Context: an optimization exercise on an open-source flow, tuned for small area. The choices shown serve that exercise and are no tape-out recipe. Only simulation tests tie the RTL to the original design; equivalence was not proved. Power and IR drop assume default switching activity.

==> flow/design.v (excerpt) <==
module dcache (
    input  logic         clk_i,
    input  logic         rst_i,
    input  logic         p_strobe_i,
    input  logic         p_rw_i,
    input  logic [3:0]   p_byte_en_i,
    input  logic [31:0]  p_addr_i,
    input  logic [31:0]  p_wdata_i,
    output logic         p_ready_o,
    output logic [31:0]  p_rdata_o,
    output logic         m_strobe_o,
    output logic         m_rw_o,
    output logic [31:0]  m_addr_o,
    output logic [127:0] m_data_o,
    input  logic         m_ready_i,
    input  logic [127:0] m_data_i
);
Settings: LEC_CHECK=0, CAP_MARGIN=20, CORE_MARGIN=2, CORE_UTILIZATION=75, PLACE_DENSITY=0.85, SLEW_MARGIN=20; clock period 10.0 ns.
run.sh (not shown) runs the stock make flow with config.mk's settings and CLKGATE_MAP_FILE= SYNTH_SCRIPT=/design/flow/synth_recipe.tcl, a recipe that flattens the netlist after the stock synthesis.
The first run produced a clean layout.
Change:
CORE_UTILIZATION = 40   (was 75)
PLACE_DENSITY = default   (was 0.85)
=> The changed run went through all stages and came out clean. First-iteration DRC count falls by 30%. Final area climbs by 3.7%. Die area came out higher by 86%. Via count fell by 3.9%. Routed wire length went up by 8.1%. Combinational power came out higher by about 4%. Register-to-register slack is better by 0.14 ns.
Change:
==> flow/flow/run.sh (new file) <==
#!/bin/bash
# Standard ORFS layout (the standard.sh), with two changes passed to
# ORFS through its own variables:
#  * port buffers use the smallest buffer instead of clkdlybuf4s50_1;
#  * clock tree: no dummy loads, clustered sinks on clkbuf_8 leaves.
set -euo pipefail
export BUFFER_PORTS_ARGS="-buffer_cell sky130_fd_sc_hd__buf_1"
export CTS_ARGS="-sink_clustering_enable -repair_clock_nets -dont_use_dummy_load -sink_clustering_size 16 -sink_clustering_max_diameter 50 -buf_list sky130_fd_sc_hd__clkbuf_8"
bash standard.sh > flow_standard.log 2>&1
==> flow/standard.sh (new file) <==
#!/bin/bash
# synth_recipe.tcl (not shown) runs the flow's synth.tcl, then flattens the netlist and writes it again
# the make line also repeats each setting of config.mk as NAME=value (left out here)
make -C /OpenROAD-flow-scripts/flow DESIGN_CONFIG=/design/flow/config.mk WORK_HOME=/design/flow/orfs CLKGATE_MAP_FILE= SYNTH_SCRIPT=/design/flow/synth_recipe.tcl "${@:-finish}"
CORE_UTILIZATION = 70   (was 40)
removed: flow/run.sh
What happened: Fmax drops by 1.1%; design area drops by 11%; final cell count drops by 16%; via count drops by 0.75%; sequential power hardly moves; total power drops by 24%; core utilization climbs by 27 points; worst setup slack gets worse by 0.10 ns; wire length drops by 13%; synthesized cell count stays the same; first-iteration DRC count climbs by 24%.
Change:
==> flow/flow/run.sh (replaced) <==
#!/bin/bash
# The standard ORFS layout (standard.sh), with these changes:
#  * synthesis maps the logic with an area-oriented ABC script (delay
#    relaxed); everything else in ORFS's scripts folder is used unchanged,
#    from a copy made here;
#  * port buffers use the smallest buffer instead of clkdlybuf4s50_1;
#  * clock tree: no dummy loads, clustered sinks on clkbuf_8 leaves.
# Each make run writes its full output to a log file in this folder.
set -euo pipefail
W=$PWD
rm -rf "$W/scripts_abc"
cp -r "$FLOW_HOME/scripts" "$W/scripts_abc"
cat > "$W/scripts_abc/abc_speed.script" <<'EOS'
&get -n
&st
&dch -x
&nf -R 1000
&put
topo
stime -c
dnsize -c
EOS
export BUFFER_PORTS_ARGS="-buffer_cell sky130_fd_sc_hd__buf_1"
export CTS_ARGS="-sink_clustering_enable -repair_clock_nets -dont_use_dummy_load -sink_clustering_size 16 -sink_clustering_max_diameter 50 -buf_list sky130_fd_sc_hd__clkbuf_8"
bash standard.sh "SCRIPTS_DIR=$W/scripts_abc" finish > flow_standard.log 2>&1
CORE_UTILIZATION = 55   (was 70)
After rerunning: The changed run completed with no timing, DRC or antenna violations; wire length is higher by 5.5%; non-clock buffer count rose by 78; power grows by 45%; first-iteration DRC count increases by 10%; via count increases by 6.4%; area after synthesis goes down by 7.0%.
Change:
==> flow/flow/run.sh (replaced) <==
#!/bin/bash
# Standard ORFS layout (the standard.sh), with two changes passed to
# ORFS through its own variables:
#  * port buffers use the smallest buffer instead of clkdlybuf4s50_1;
#  * clock tree: no dummy loads, clustered sinks on clkbuf_8 leaves.
set -euo pipefail
export BUFFER_PORTS_ARGS="-buffer_cell sky130_fd_sc_hd__buf_1"
export CTS_ARGS="-sink_clustering_enable -repair_clock_nets -dont_use_dummy_load -sink_clustering_size 20 -sink_clustering_max_diameter 45 -buf_list sky130_fd_sc_hd__clkbuf_8"
bash standard.sh > flow_standard.log 2>&1
CORE_UTILIZATION = 70   (was 55)
Effect: The new run completed without violations. Routed wire length falls by 5.2%. Register-to-register slack improved by 0.49 ns. Setup slack gains 0.32 ns. Non-clock buffer count decreases by 77. Global-route usage rises by 3.9 points. Core utilization increases by 14 points. Final area rises by 3.5%. Via count came out lower by 6.1%. Die area drops by 15%. Power drops by 31%.


dcache again, from the RTL that the note above started with.
==> flow/design.v (excerpt) <==
module dcache (
    input  logic         clk_i,
    input  logic         rst_i,
    input  logic         p_strobe_i,
    input  logic         p_rw_i,
    input  logic [3:0]   p_byte_en_i,
    input  logic [31:0]  p_addr_i,
    input  logic [31:0]  p_wdata_i,
    output logic         p_ready_o,
    output logic [31:0]  p_rdata_o,
    output logic         m_strobe_o,
    output logic         m_rw_o,
    output logic [31:0]  m_addr_o,
    output logic [127:0] m_data_o,
    input  logic         m_ready_i,
    input  logic [127:0] m_data_i
);
    localparam int TAG_BITS = 25;
    localparam logic [2:0] IDLE   = 3'd0,    
                           LOOKUP = 3'd1,    
                           WB     = 3'd2,    
                           WB2    = 3'd3,    
                           RF     = 3'd4,    
                           RF2    = 3'd5,    
                           RDONE  = 3'd6;    
    logic [2:0]  state_q;
    logic [1:0]  cnt_q;                      
    logic [1:0]  cnt_d;
    logic        pend_q;                     
    logic        rw_q;
    logic [3:0]  be_q;
    logic [31:2] addr_q;
    logic [31:0] wd_q;
    logic [3:0]  offh_q;                     
    logic [7:0]  dsel_q;                     
    logic [7:0]  tsel_q;                     
    logic [7:0][1:0] valid_q;
  ...
Settings: LEC_CHECK=0, CAP_MARGIN=20, CORE_MARGIN=2, CORE_UTILIZATION=80, GPL_TIMING_DRIVEN=0, SLEW_MARGIN=20; clock period 10.0 ns.
standard.sh (not shown) runs the stock make flow with config.mk's settings and CLKGATE_MAP_FILE= SYNTH_SCRIPT=/design/flow/synth_recipe.tcl, a recipe that flattens the netlist after the stock synthesis.
==> flow/flow/run.sh <==
#!/bin/bash
# Standard ORFS layout (the standard.sh), with two changes passed to
# ORFS through its own variables:
#  * port buffers use the smallest buffer instead of clkdlybuf4s50_1;
#  * clock tree: no dummy loads, clustered sinks on clkbuf_8 leaves.
set -euo pipefail
export BUFFER_PORTS_ARGS="-buffer_cell sky130_fd_sc_hd__buf_1"
export CTS_ARGS="-sink_clustering_enable -repair_clock_nets -dont_use_dummy_load -sink_clustering_size 16 -sink_clustering_max_diameter 50 -buf_list sky130_fd_sc_hd__clkbuf_8"
bash standard.sh > flow_standard.log 2>&1
The first run aborted during 5_1_grt.
Rerun with:
--- a/flow/flow/run.sh
+++ b/flow/flow/run.sh
@@ -2,2 +2,4 @@
-# Standard ORFS layout (the standard.sh), with two changes passed to
-# ORFS through its own variables:
+# The standard ORFS layout (standard.sh), with these changes:
+#  * synthesis maps the logic with an area-oriented ABC script (delay
+#    relaxed); everything else in ORFS's scripts folder is used unchanged,
+#    from a copy made here;
@@ -5,0 +8 @@
+# Each make run writes its full output to a log file in this folder.
@@ -6,0 +10,13 @@
+W=$PWD
+rm -rf "$W/scripts_abc"
+cp -r "$FLOW_HOME/scripts" "$W/scripts_abc"
+cat > "$W/scripts_abc/abc_speed.script" <<'EOS'
+&get -n
+&st
+&dch -x
+&nf -R 1000
+&put
+topo
+stime -c
+dnsize -c
+EOS
@@ -9 +25 @@
-bash standard.sh > flow_standard.log 2>&1
+bash standard.sh "SCRIPTS_DIR=$W/scripts_abc" finish > flow_standard.log 2>&1
Settings changed: CORE_UTILIZATION 80 to 70, GPL_TIMING_DRIVEN 0 to unset.
This time the run produced a clean layout.
Area after synthesis came out lower by 7.0%.
Synthesized cell count grows by about 9%.


dcache again, from the RTL that the note above started with.
clock: 10.0 ns
lec_check: 0
cap_margin: 20
core_margin: 2
core_utilization: 40
cts_buf_list: sky130_fd_sc_hd__clkbuf_4
slew_margin: 20
run.sh (not shown) runs the stock make flow with config.mk's settings and CLKGATE_MAP_FILE= SYNTH_SCRIPT=/design/flow/synth_recipe.tcl, a recipe that flattens the netlist after the stock synthesis.
Stock flow here: none of the scripts above is used.
==> next run, changes <==
==> flow/flow/run.sh (new file) <==
#!/bin/bash
# Standard ORFS layout (the standard.sh), with two changes passed to
# ORFS through its own variables:
#  * port buffers use the smallest buffer instead of clkdlybuf4s50_1;
#  * clock tree: no dummy loads, clustered sinks on clkbuf_8 leaves.
set -euo pipefail
export BUFFER_PORTS_ARGS="-buffer_cell sky130_fd_sc_hd__buf_1"
export CTS_ARGS="-sink_clustering_enable -repair_clock_nets -dont_use_dummy_load -sink_clustering_size 10 -sink_clustering_max_diameter 35 -buf_list sky130_fd_sc_hd__clkbuf_4"
bash standard.sh > flow_standard.log 2>&1
==> flow/standard.sh (new file) <==
#!/bin/bash
# synth_recipe.tcl (not shown) runs the flow's synth.tcl, then flattens the netlist and writes it again
# the make line also repeats each setting of config.mk as NAME=value (left out here)
make -C /OpenROAD-flow-scripts/flow DESIGN_CONFIG=/design/flow/config.mk WORK_HOME=/design/flow/orfs CLKGATE_MAP_FILE= SYNTH_SCRIPT=/design/flow/synth_recipe.tcl "${@:-finish}"
- CORE_UTILIZATION: 40 -> 70
- CTS_BUF_LIST: sky130_fd_sc_hd__clkbuf_4 -> unset
removed: flow/run.sh
Outcome: The new run completed without violations. Clock skew fell by 0.034 ns. Worst hold slack degrades by 0.015 ns. Sequential power barely changes. Worst setup slack improves by 0.043 ns. Power fell by 18%. Combinational power fell by about 12%. Wire length fell by 13%. Cell area fell by about 9%. Core utilization rose by 28 points.
==> next run, changes <==
==> flow/run.sh (new file) <==
#!/bin/bash
# synth_recipe.tcl (not shown) runs the flow's synth.tcl, then flattens the netlist and writes it again
# the make line also repeats each setting of config.mk as NAME=value (left out here)
make -C /OpenROAD-flow-scripts/flow DESIGN_CONFIG=/design/flow/config.mk WORK_HOME=/design/flow/orfs CLKGATE_MAP_FILE= SYNTH_SCRIPT=/design/flow/synth_recipe.tcl finish
- CORE_UTILIZATION: 70 -> 60
removed: flow/flow/run.sh
removed: flow/standard.sh
Worst setup slack improved by 0.60 ns.
Die area goes up by about a fifth.
Utilization goes down by 4.4 points.
Global-route usage goes down by 3.9 points.
Sequential share of layout area goes down by 4.9 points.
Area after synthesis stays the same.
==> next run, changes <==
- CORE_UTILIZATION: 60 -> 70
- CTS_BUF_LIST: unset -> sky130_fd_sc_hd__clkbuf_16
- CTS_CLUSTER_DIAMETER: unset -> 60
- CTS_CLUSTER_SIZE: unset -> 24
Result: The changed run passed the timing, DRC and antenna checks. Fmax is higher by about 0.7%. Sequential power stays flat. Via count is about the same. Register-to-register slack gets worse by 0.28 ns. First-iteration DRC count went up by 19%. Global-route usage went up by 4.1 points. Routed wire length is lower by about 4.3%. Die area falls by 14%. Count of clock-buffer cells in the layout came out lower by 254.


== willow ==
dcache, a different RTL version from the one above (not shown whole).
Size: about 7,400 cells after synthesis, roughly 2,700 flip-flops, ~400 I/O pins, ~0.082 mm2 of cells after synthesis.
// dcache
module dcache (
    input  logic         clk_i,
    input  logic         rst_i,
    input  logic         p_strobe_i,
    input  logic         p_rw_i,
    input  logic [3:0]   p_byte_en_i,
    input  logic [31:0]  p_addr_i,
    input  logic [31:0]  p_wdata_i,
    output logic         p_ready_o,
    output logic [31:0]  p_rdata_o,
    output logic         m_strobe_o,
    output logic         m_rw_o,
    output logic [31:0]  m_addr_o,
    output logic [127:0] m_data_o,
    input  logic         m_ready_i,
    input  logic [127:0] m_data_i
);
    localparam int TAG_BITS = 25;
    localparam logic [2:0] IDLE   = 3'd0,    
                           LOOKUP = 3'd1,    
                           WB     = 3'd2,    
                           WB2    = 3'd3,    
                           RF     = 3'd4,    
                           RF2    = 3'd5,    
                           RDONE  = 3'd6;    
    logic [2:0]  state_q;
    logic [1:0]  cnt_q;                      
    logic [1:0]  cnt_d;
    logic        pend_q;                     
    logic        rw_q;
    logic [3:0]  be_q;
    logic [31:2] addr_q;
    logic [31:0] wd_q;
    logic [3:0]  offh_q;                     
    logic [7:0]  dsel_q;                     
    logic [7:0]  tsel_q;                     
    logic [7:0][1:0] valid_q;
    logic [7:0][1:0] dirty_q;
    logic [7:0]      lru_q;                  
    logic [127:0] fill_q;                    
    logic [2:0]          idx;
    logic [TAG_BITS-1:0] tag;
    assign idx = addr_q[6:4];
    assign tag = addr_q[31:7];
    assign cnt_d = rst_i ? 2'd0 : cnt_q + 2'd1;
    logic [2:0] p_idx;
    logic [1:0] p_j;
    assign p_idx = p_addr_i[6:4];
    assign p_j   = p_idx[1:0] + cnt_d;
    always_ff @(posedge clk_i)
    begin
        if (state_q == IDLE)
        begin
            rw_q   <= p_rw_i;
  ...
clock: 10.0 ns
lec_check: 0
cap_margin: 20
core_margin: 2
core_utilization: 75
slew_margin: 20
standard.sh (not shown) runs the stock make flow with config.mk's settings and CLKGATE_MAP_FILE= SYNTH_SCRIPT=/design/flow/synth_recipe.tcl, a recipe that flattens the netlist after the stock synthesis.
==> flow/flow/run.sh <==
#!/bin/bash
# The standard ORFS layout (standard.sh), with these changes:
#  * synthesis maps the logic with an area-oriented ABC script (delay
#    relaxed); everything else in ORFS's scripts folder is used unchanged,
#    from a copy made here;
#  * port buffers use the smallest buffer instead of clkdlybuf4s50_1;
#  * clock tree: no dummy loads, clustered sinks on clkbuf_8 leaves.
# Each make run writes its full output to a log file in this folder.
set -euo pipefail
W=$PWD
rm -rf "$W/scripts_abc"
cp -r "$FLOW_HOME/scripts" "$W/scripts_abc"
cat > "$W/scripts_abc/abc_speed.script" <<'EOS'
&get -n
&st
&dch -x
&nf -R 1000
&put
topo
stime -c
dnsize -c
EOS
export BUFFER_PORTS_ARGS="-buffer_cell sky130_fd_sc_hd__buf_1"
export CTS_ARGS="-sink_clustering_enable -repair_clock_nets -dont_use_dummy_load -sink_clustering_size 16 -sink_clustering_max_diameter 50 -buf_list sky130_fd_sc_hd__clkbuf_8"
bash standard.sh "SCRIPTS_DIR=$W/scripts_abc" finish > flow_standard.log 2>&1
#### Input delta (nickel over willow)
- changing CORE_UTILIZATION from 75 to 70
## What came out
nickel went all the way through synthesis, placement and routing and the layout is clean on timing, DRC and antenna.
nickel reports a higher number of buffers added by the clock tree synthesis step than willow does.
nickel gives more final cell count without fillers than willow did.
What willow reported for die area has to be multiplied by 1.07 to get the figure for nickel.
Going from willow to nickel, fraction of power consumed by combinational cells shows an increase of 0.4 points, post-detailed-placement cell area shows an increase of 0.48%, met3 capacity usage during global routing shows a reduction of 1.7 points, slack of the critical path shows an increase of 0.29 ns, share of cell area taken by multi-input logic gates shows no meaningful change.
Area fraction of clock buffers and clock inverters: willow vs nickel — no meaningful difference
On power density relative to cell area, nickel and willow are neck and neck.

-- port drivers added, routing unchanged --
How much do the figures lean on ideal ports? The routed layouts below were timed once more, with nothing changed but the port constraints.
Step 1, drivers: a clkbuf_16 drives clk_i and a buf_2 each remaining input, both assumed.
Step 2, shift: input delay + t, output delay - t, t = (earliest + latest rising clock arrival at the registers) / 2. This alone moves slack from input paths to output paths.
Slacks: ideal ports / drivers / drivers and shift; pairs: ideal ports / drivers.
run	t (ns)	setup WS [ns]	worst setup path after step 2
the first run of note 1	0.923	0.698 / 0.621 / 1.543	register to output
the second run of note 1	0.986	0.778 / 0.684 / 1.670	register to output
the third run of note 1	1.015	0.674 / 0.593 / 1.609	register to output
the fourth run of note 1	1.004	0.425 / 0.339 / 1.343	register to output
the fifth run of note 1	1.025	0.742 / 0.652 / 1.677	register to output
the second run of note 2	1.023	0.401 / 0.316 / 1.340	register to output
the first run of note 3	1.456	0.241 / 0.151 / 1.607	register to output
the second run of note 3	1.427	0.284 / 0.210 / 1.637	register to output
the third run of note 3	0.965	0.886 / 0.796 / 1.761	register to output
the fourth run of note 3	0.875	0.950 / 0.871 / 1.747	register to output
willow	0.973	0.395 / 0.323 / 1.296	register to output
nickel	0.991	0.686 / 0.611 / 1.602	register to output
After both steps setup and hold are still met in every run listed.
